Context: an optimization exercise on an open-source flow, tuned for small area, a short achievable clock period and few clock cycles. The choices shown serve that exercise and are no tape-out recipe.
Only simulation tests tie the RTL to the original design; equivalence was not proved.
No activity file was given, so power comes from the tool's default toggle rates.

==> design/flow/design.v <==
package aids_pkg;
   localparam int OP_W     = 3;
   localparam int POS_W    = 5;
   localparam int DATA_W   = 32;
   localparam int STAT_W   = 2;
   localparam int FOUND_W  = 4;
   localparam int COUNT_W  = 5;
   localparam logic [OP_W-1:0] OP_CLEAR  = 3'd0;
   localparam logic [OP_W-1:0] OP_INSERT = 3'd1;
   localparam logic [OP_W-1:0] OP_DELETE = 3'd2;
   localparam logic [OP_W-1:0] OP_SEARCH = 3'd3;
   localparam logic [OP_W-1:0] OP_READ   = 3'd4;
   localparam logic [STAT_W-1:0] ST_OK       = 2'd0;
   localparam logic [STAT_W-1:0] ST_FULL     = 2'd1;
   localparam logic [STAT_W-1:0] ST_BADPOS   = 2'd2;
   localparam logic [STAT_W-1:0] ST_NOTFOUND = 2'd3;
endpackage
import aids_pkg::*;
module aids_seq
(
   input  logic                      clock,
   input  logic                      reset,
   input  logic                      start,
   input  logic [OP_W-1:0]           req_opcode,
   input  logic [POS_W-1:0]          req_position,
   input  logic signed [DATA_W-1:0]  req_value,
   input  logic signed [DATA_W-1:0]  req_key,
   output logic                      busy,
   output logic                      cmd_valid,
   output logic [OP_W-1:0]           cmd_opcode,
   output logic [POS_W-1:0]          cmd_position,
   output logic signed [DATA_W-1:0]  cmd_value,
   output logic signed [DATA_W-1:0]  cmd_key,
   output logic                      cmd_clr,
   output logic                      cmd_ins,
   output logic                      cmd_del,
   output logic                      cmd_srch,
   output logic                      cmd_rd,
   output logic [15:0]               cmd_gt,
   output logic [15:0]               cmd_eq
);
   always_ff @(posedge clock) begin
      if (reset) begin
         cmd_valid <= 1'b0;
         cmd_clr   <= 1'b0;
         cmd_ins   <= 1'b0;
         cmd_del   <= 1'b0;
         cmd_srch  <= 1'b0;
         cmd_rd    <= 1'b0;
      end else begin
         cmd_valid <= start;
         cmd_clr   <= start && req_opcode == OP_CLEAR;
         cmd_ins   <= start && req_opcode == OP_INSERT;
         cmd_del   <= start && req_opcode == OP_DELETE;
         cmd_srch  <= start && req_opcode == OP_SEARCH;
         cmd_rd    <= start && req_opcode == OP_READ;
      end
      for (int i = 0; i < 16; i++) begin
         cmd_gt[i] <= POS_W'(i) > req_position;
         cmd_eq[i] <= POS_W'(i) == req_position;
      end
      cmd_opcode   <= req_opcode;
      cmd_position <= req_position;
      cmd_value    <= req_value;
      cmd_key      <= req_key;
   end
   assign busy = 1'b0;
endmodule
import aids_pkg::*;
module aids_dpath
#(
   parameter int CAPACITY = 16
)(
   input  logic                      clock,
   input  logic                      reset,
   input  logic                      cmd_valid,
   input  logic [OP_W-1:0]           cmd_opcode,
   input  logic [POS_W-1:0]          cmd_position,
   input  logic signed [DATA_W-1:0]  cmd_value,
   input  logic signed [DATA_W-1:0]  cmd_key,
   input  logic                      cmd_clr,
   input  logic                      cmd_ins,
   input  logic                      cmd_del,
   input  logic                      cmd_srch,
   input  logic                      cmd_rd,
   input  logic [CAPACITY-1:0]       cmd_gt,
   input  logic [CAPACITY-1:0]       cmd_eq,
   output logic                      rsp_strobe,
   output logic [STAT_W-1:0]         rsp_status,
   output logic [FOUND_W-1:0]        rsp_found_index,
   output logic signed [DATA_W-1:0]  rsp_read_value,
   output logic [COUNT_W-1:0]        rsp_count
);
   localparam int CNT_W = $clog2(CAPACITY + 1);
   logic signed [DATA_W-1:0] mem [CAPACITY];
   logic [CNT_W-1:0]         cnt_ff, cnt_in;
   logic [CAPACITY-1:0]      therm_ff, therm_in;
   logic [CAPACITY-1:0]      rd_hot;
   logic                     is_clr, is_ins, is_del, is_srch, is_rd;
   logic                     full, ins_bad, pos_bad;
   logic                     ins_go, del_go;
   logic [CAPACITY-1:0]      up, ld, dn, hold;
   logic signed [DATA_W-1:0] mem_n [CAPACITY];
   logic [CAPACITY-1:0]      hit;
   logic                     found;
   logic [FOUND_W-1:0]       hit_idx;
   logic signed [DATA_W-1:0] rd_sel;
   logic [STAT_W-1:0]        status;
   assign is_clr  = cmd_clr;
   assign is_ins  = cmd_ins;
   assign is_del  = cmd_del;
   assign is_srch = cmd_srch;
   assign is_rd   = cmd_rd;
   assign full    = therm_ff[CAPACITY-1];
   assign ins_bad = !(|(cmd_eq & {therm_ff[CAPACITY-2:0], 1'b1}));
   assign pos_bad = !(|(cmd_eq & therm_ff));
   assign ins_go = is_ins && !full;
   assign del_go = is_del;
   always_comb begin
      for (int i = 0; i < CAPACITY; i++) begin
         up[i] = ins_go && cmd_gt[i];
         ld[i] = ins_go && cmd_eq[i];
         dn[i] = del_go && (cmd_gt[i] || cmd_eq[i]);
      end
   end
   always_comb begin
      for (int i = 0; i < CAPACITY; i++) begin
         hold[i]  = !(up[i] || ld[i] || dn[i]);
         mem_n[i] = ({DATA_W{hold[i]}} & mem[i])
                  | ({DATA_W{ld[i]}}   & cmd_value)
                  | ({DATA_W{up[i]}}   & mem[(i + CAPACITY - 1) % CAPACITY])
                  | ({DATA_W{dn[i] && i + 1 < CAPACITY}} & mem[(i + 1) % CAPACITY]);
      end
   end
   always_ff @(posedge clock) begin
      for (int i = 0; i < CAPACITY; i++)
         mem[i] <= mem_n[i];
   end
   always_comb begin
      for (int i = 0; i < CAPACITY; i++)
         hit[i] = (mem[i] == cmd_key) && therm_ff[i];
   end
   always_comb begin
      logic [3:0]       grp_hit;
      logic [1:0]       grp_low [4];
      logic [1:0]       grp_sel;
      for (int g = 0; g < 4; g++) begin
         grp_hit[g]    = |hit[4*g +: 4];
         grp_low[g][1] = !hit[4*g] && !hit[4*g+1];
         grp_low[g][0] = !hit[4*g] && (hit[4*g+1] || !hit[4*g+2]);
      end
      grp_sel[1] = !grp_hit[0] && !grp_hit[1];
      grp_sel[0] = !grp_hit[0] && (grp_hit[1] || !grp_hit[2]);
      found      = |grp_hit;
      hit_idx    = {grp_sel, grp_low[grp_sel]};
   end
   always_comb begin
      rd_hot = {CAPACITY{is_rd}} & cmd_eq & therm_ff;
      rd_sel = '0;
      for (int i = 0; i < CAPACITY; i++)
         rd_sel = rd_sel | ({DATA_W{rd_hot[i]}} & mem[i]);
   end
   always_comb begin
      cnt_in   = cnt_ff;
      therm_in = therm_ff;
      status   = ST_OK;
      if (is_clr) begin
         cnt_in   = '0;
         therm_in = '0;
      end
      if (is_ins) begin
         if (full)         status = ST_FULL;
         else if (ins_bad) status = ST_BADPOS;
         else begin
            cnt_in   = cnt_ff + CNT_W'(1);
            therm_in = {therm_ff[CAPACITY-2:0], 1'b1};
         end
      end
      if (is_del) begin
         if (pos_bad) status = ST_BADPOS;
         else begin
            cnt_in   = cnt_ff - CNT_W'(1);
            therm_in = {1'b0, therm_ff[CAPACITY-1:1]};
         end
      end
      if (is_srch && !found) status = ST_NOTFOUND;
      if (is_rd && pos_bad)  status = ST_BADPOS;
   end
   always_ff @(posedge clock) begin
      if (reset) begin
         cnt_ff     <= '0;
         therm_ff   <= '0;
         rsp_strobe <= 1'b0;
      end else begin
         cnt_ff     <= cnt_in;
         therm_ff   <= therm_in;
         rsp_strobe <= cmd_valid;
      end
      rsp_status      <= status;
      rsp_found_index <= (is_srch && found) ? hit_idx : '0;
      rsp_read_value  <= rd_sel;
      rsp_count       <= cnt_in;
   end
endmodule
import aids_pkg::*;
module array_insert_delete_search_top
#(
   parameter int CAPACITY = 16
)(
   input  logic                      clock,
   input  logic                      reset,
   input  logic                      start,
   output logic                      busy,
   input  logic [OP_W-1:0]           req_opcode,
   input  logic [POS_W-1:0]          req_position,
   input  logic signed [DATA_W-1:0]  req_value,
   input  logic signed [DATA_W-1:0]  req_key,
   output logic                      rsp_strobe,
   output logic [STAT_W-1:0]         rsp_status,
   output logic [FOUND_W-1:0]        rsp_found_index,
   output logic signed [DATA_W-1:0]  rsp_read_value,
   output logic [COUNT_W-1:0]        rsp_count
);
   logic                     cmd_valid;
   logic [OP_W-1:0]          cmd_opcode;
   logic [POS_W-1:0]         cmd_position;
   logic signed [DATA_W-1:0] cmd_value;
   logic signed [DATA_W-1:0] cmd_key;
   logic                     cmd_clr, cmd_ins, cmd_del, cmd_srch, cmd_rd;
   logic [CAPACITY-1:0]      cmd_gt, cmd_eq;
   aids_seq u_seq (
      .clock        (clock),
      .reset        (reset),
      .start        (start),
      .req_opcode   (req_opcode),
      .req_position (req_position),
      .req_value    (req_value),
      .req_key      (req_key),
      .busy         (busy),
      .cmd_valid    (cmd_valid),
      .cmd_opcode   (cmd_opcode),
      .cmd_position (cmd_position),
      .cmd_value    (cmd_value),
      .cmd_key      (cmd_key),
      .cmd_clr      (cmd_clr),
      .cmd_ins      (cmd_ins),
      .cmd_del      (cmd_del),
      .cmd_srch     (cmd_srch),
      .cmd_rd       (cmd_rd),
      .cmd_gt       (cmd_gt),
      .cmd_eq       (cmd_eq)
   );
   aids_dpath #(
      .CAPACITY (CAPACITY)
   ) u_dpath (
      .clock           (clock),
      .reset           (reset),
      .cmd_valid       (cmd_valid),
      .cmd_opcode      (cmd_opcode),
      .cmd_position    (cmd_position),
      .cmd_value       (cmd_value),
      .cmd_key         (cmd_key),
      .cmd_clr         (cmd_clr),
      .cmd_ins         (cmd_ins),
      .cmd_del         (cmd_del),
      .cmd_srch        (cmd_srch),
      .cmd_rd          (cmd_rd),
      .cmd_gt          (cmd_gt),
      .cmd_eq          (cmd_eq),
      .rsp_strobe      (rsp_strobe),
      .rsp_status      (rsp_status),
      .rsp_found_index (rsp_found_index),
      .rsp_read_value  (rsp_read_value),
      .rsp_count       (rsp_count)
   );
endmodule
==> design/flow/run.sh <==
#!/bin/bash
# synth_recipe.tcl (not shown) runs the flow's synth.tcl, then flattens the netlist and writes it again
# the make line also repeats each setting of config.mk as NAME=value (left out here)
make -C /OpenROAD-flow-scripts/flow DESIGN_CONFIG=/design/flow/config.mk WORK_HOME=/design/flow/orfs CLKGATE_MAP_FILE= SYNTH_SCRIPT=/design/flow/synth_recipe.tcl finish
==> design/flow/config.mk <==
export PLATFORM = sky130hd
export DESIGN_NAME = array_insert_delete_search_top
export DESIGN_NICKNAME = array_insert_delete_search_top
export VERILOG_FILES = /design/flow/design.v
export SDC_FILE = /design/flow/constraint.sdc
export NUM_CORES = 4
export LEC_CHECK = 0
export CAP_MARGIN = 20
export CORE_MARGIN = 2
export CORE_UTILIZATION = 35
export PLACE_DENSITY = 0.45
export SETUP_SLACK_MARGIN = 2.5
export SLEW_MARGIN = 20
==> design/flow/constraint.sdc <==
create_clock -name core_clock -period 5.0 [get_ports {clock}]
set_input_delay 1.0000 -clock core_clock [delete_from_list [all_inputs] [get_ports {clock}]]
set_output_delay 1.0000 -clock core_clock [all_outputs]
set_load 0.01 [all_outputs]
==> out/results.tsv <==
metric	value	unit
total CTS buffers	84	
1st-pass router iterations	8	
die width	318.9	um
Cells after Synth	3457	
antenna violations before repair	25	
1st-iter DRT viols	7399	
RSZ-0062 raised after global routing	yes	
Final Power	14.00	mW
achievable frequency	343.5	MHz
largest net degree at the start of global routing	38	
most frequent cells in the layout	dfxtp_1, a22o_1, a221o_1, xnor2_1, xor2_1	
root buf cell	clkbuf_16	
Yosys cell types	55	
Final Setup Violations	0	
maximum resistive drop on vdd	0.2462	mV
Initial Util	0.3532	
switch share	0.2896	
WS Path Type	register to register	
most common cell after layout, fill and taps aside	dfxtp_1	
Clock power frac	0.459	
combinational fraction of design power	0.099	
Syn Area/Cell	10.04	um2
Final ANT Viol Nets	0	
Core Region	98280	um2
Max-Cap Viols	0	
Power Internal	9.942	mW
Slew @ Worst Pin	1.202	ns
Skew-Pair Late Insertion Delay	0.71	ns
gr ovfl total	0	
Core Rows	115	
Total GRT Usage	0.4601	
Post-route DRC	0	
filler cell count in the final layout	9286	
vias in the first global route	32870	
Worst EP arrival	3.50	ns
mapped cell area	34710	um2
Async SR Flop Fraction	0	
drt wl/cell	50.89	um
CP Launch Type	register	
I/O Buffers	118	
Max Clock Skew	0.03204	ns
share of post-route cells with drive strength above 1	0.1903	
total die area	101700	um2
Seq/Total Area, Yosys	0.3916	
CTS tree	yes	
I/O Pins	120	
Die Span Y	318.9	um
Critical Path RT	5.59	ns
Synth Warn #	5	
Area growth, synth to finish	23.99	%
DP Wirelength	164300	um
global placement routability congestion	1.150	
final slew viol count	0	
status	complete, no violations	
vias per inst	7.800	
via count	37360	
final hold violation count	0	
CP endpoint kind	register	
first-pass GRT wire length	319200	um
Final period util	0.5822	
final net count	3503	
final setup TNS	0	ns
clock sink count	679	
leak pwr	16.44	nW
Reg power frac	0.442	
#FFs+latches synth	679	
H-tree depth	3	
clock transition at the registers of the reported paths	0.06	ns
Final min period	2.911	ns
Clock Path Buffers	3	
Worst Hold Class	register to register	
Net Switching	4.054	mW
Slew HR	0.1969	
Total Routed Length	243700	um
Worst Path Max Fanout	6	
Primary FF master, synth	dfxtp_1	
EDFF count, synth	0	
cell area power density	325.2	nW/um2
-- layer usage --
layer | up-vias | wire length (um) | track usage | share of wire
met1 | 18600 | 92690 | 0.5920 | 0.38
met2 | 3914 | 97650 | 0.6585 | 0.40
met3 | 1072 | 34910 | 0.1807 | 0.14
met4 | 26 | 18290 | 0.2437 | 0.075
li1 | 13750 | - | - | -
met5 | - | 206 | 0.0004728 | 0.00085
-- Yosys cell counts (2+ instances only) --
master       n  area (um2)
a22o_1     608        5325
buf_2       54       270.3
a22oi_1     16       120.1
or2_2        3       18.77
a211oi_1     2       15.01
clkinv_1     2       7.510
o31ai_1      2       15.01
nor3_1      32       160.2
and3_1      28       175.2
nand2_1     20       75.07
inv_1       37       138.9
or3_1        5       31.28
nor2_1      78       292.8
nand4_1    101       631.9
ha_1         2       25.02
a221o_1    480        4805
o21ai_0      6       30.03
and2_1      35       219.0
and3b_1     14       122.6
nand2b_1     7       43.79
clkbuf_1   338        1269
nand3b_1     3       22.52
nor2b_1     13       81.33
xnor2_1    270        2365
xor2_1     241        2111
nor3b_1      2       15.01
o21ai_1     15       75.07
a221oi_1   129        1130
buf_4        3       22.52
buf_6        7       78.83
nor4_1      68       425.4
a21oi_1     35       175.2
a222oi_1    32       320.3
dfxtp_1    679       13590
nand3_1     33       165.2
buf_1       35       131.4
mux2i_1      3       30.03
o2111ai_1    2       17.52
-- metrics by stage --
| step | setup WS, ns | std cells | utilization | hold WS [ns] | area [um2] |
|---|---|---|---|---|---|
| 6_report | 2.089 | 4790 | 0.4379 | 0.4563 | 43040 |
| 3_3_place_gp | 1.053 | 4535 | 0.3760 | 0.4324 | 36960 |
| 5_1_grt | 2.116 | 4777 | 0.4376 | 0.4838 | 43000 |
| 4_1_cts | 2.250 | 4753 | 0.4294 | 0.4584 | 42200 |
| 3_5_place_dp | 0.9936 | 4535 | 0.3761 | 0.4334 | 36960 |
| 2_1_floorplan | 2.609 | 3458 | - | 0.4138 | 34710 |
-- worst max-delay path: stages (launching register included) --
cell	delay, ns
dfxtp_4	0.37
clkbuf_16	0.18
xnor2_2	0.41
nand4_1	0.29
nor4_2	0.50
nand3_1	0.25
nand2b_1	0.16
nand3b_1	0.09
o32a_1	0.20
a311oi_2	0.34
-- cell families (layout without fill, tap and decap cells) --
logic type	count (synthesis)	after routing	synth area share
multiplexers	3	3	0.0008652
AO/OA/AOI/OAI	1339	1339	0.3500
adder cells (fa/ha/maj)	2	2	0.0007208
XOR/XNOR	511	511	0.1289
buffers and inverters	476	508	0.05526
AND/OR/NAND/NOR	446	446	0.07249
flip-flops	679	679	0.3916
other	1	15	0.0001080
-- timing repair --
action | CTS | global route
gates resized for setup | 350 | 101
gates cloned | 2 | 2
setup buffers | 66 | 22
hold buffers | 0 | 0
endpoints found under the setup margin | 596 | 194
pin swaps | 38 | 19
-- sequential cells by signal (all words and copies together), names as in the netlist --
| name | count |
|---|---|
| u_dpath.rsp_count | 5 |
| u_dpath.cnt_ff | 5 |
| u_dpath.mem | 512 |
| u_seq.cmd_rd | 1 |
| u_seq.cmd_eq | 16 |
| u_dpath.rsp_strobe | 1 |
| u_seq.cmd_gt | 16 |
| u_seq.cmd_value | 32 |
| u_seq.cmd_clr | 1 |
| u_seq.cmd_ins | 1 |
| u_dpath.therm_ff | 16 |
| u_seq.cmd_del | 1 |
| u_seq.cmd_srch | 1 |
| u_seq.cmd_key | 32 |
| u_dpath.rsp_read_value | 32 |
| u_seq.cmd_valid | 1 |
| u_dpath.rsp_found_index | 4 |
| u_dpath.rsp_status | 2 |
-- layout make-up --
type	count	area, um2	area share
Sequential cell	679	13710	0.3186
Antenna cell	13	32.53	0.0007559
Timing Repair Buffer	319	3208	0.07454
Inverter	39	152.6	0.003547
Clock inverter	32	419.2	0.009739
Clock buffer	118	2412	0.05605
Multi-Input combinational cell	2303	21490	0.4994
Tap cell	1287	1610	0.03742
-- power groups by stage --
stage / Clock (mW) / Combinational (mW) / Sequential, mW
after floorplan: 0 / 0.644 / 5.92
after global placement: 0 / 1.10 / 6.24
after detailed placement: 0 / 1.10 / 6.24
after CTS: 6.42 / 1.26 / 6.13
after global routing: 6.66 / 1.37 / 6.18
final: 6.43 / 1.39 / 6.18
-- worst paths after layout --
| kind | start | end | slack, ns | cells after the start |
|---|---|---|---|---|
| min | u_seq.cmd_valid | u_dpath.rsp_strobe | 0.46 | 1 |
| min reg2reg | u_seq.cmd_valid | u_dpath.rsp_strobe | 0.46 | 1 |
| max reg2reg | u_seq.cmd_key[1] | u_dpath.rsp_found_index[0] | 2.09 | 9 |
| max | u_seq.cmd_key[1] | u_dpath.rsp_found_index[0] | 2.09 | 9 |
Testbench counts, summed over its fixed seeds: cycles 4,016.

[static timing again, ports no longer ideal]
Ports are ideal in the flow. The routed layout listed here was re-timed in OpenROAD. Step 1 sets driving cells, clkbuf_16 on the clock port and buf_2 on the other inputs (assumed; they add their load-dependent delay and slew). Step 2 also shifts input and output timing later by t, the mid clock arrival at the registers, as if the neighbouring blocks saw the same clock. Slacks: ideal / step 1 / step 2; pairs: ideal / step 1.
t (ns): 0.770
setup WS [ns]: 2.089 / 2.089 / 2.089
worst setup path at the end: register to register
worst register clock-pin slew, ns: 0.07 / 0.07
cell pins on the clock port's net: 1
After both steps setup and hold are still met in this run. For this run, drivers alone change the setup slack by 0.000 ns; drivers and shift together by 0.000 ns.
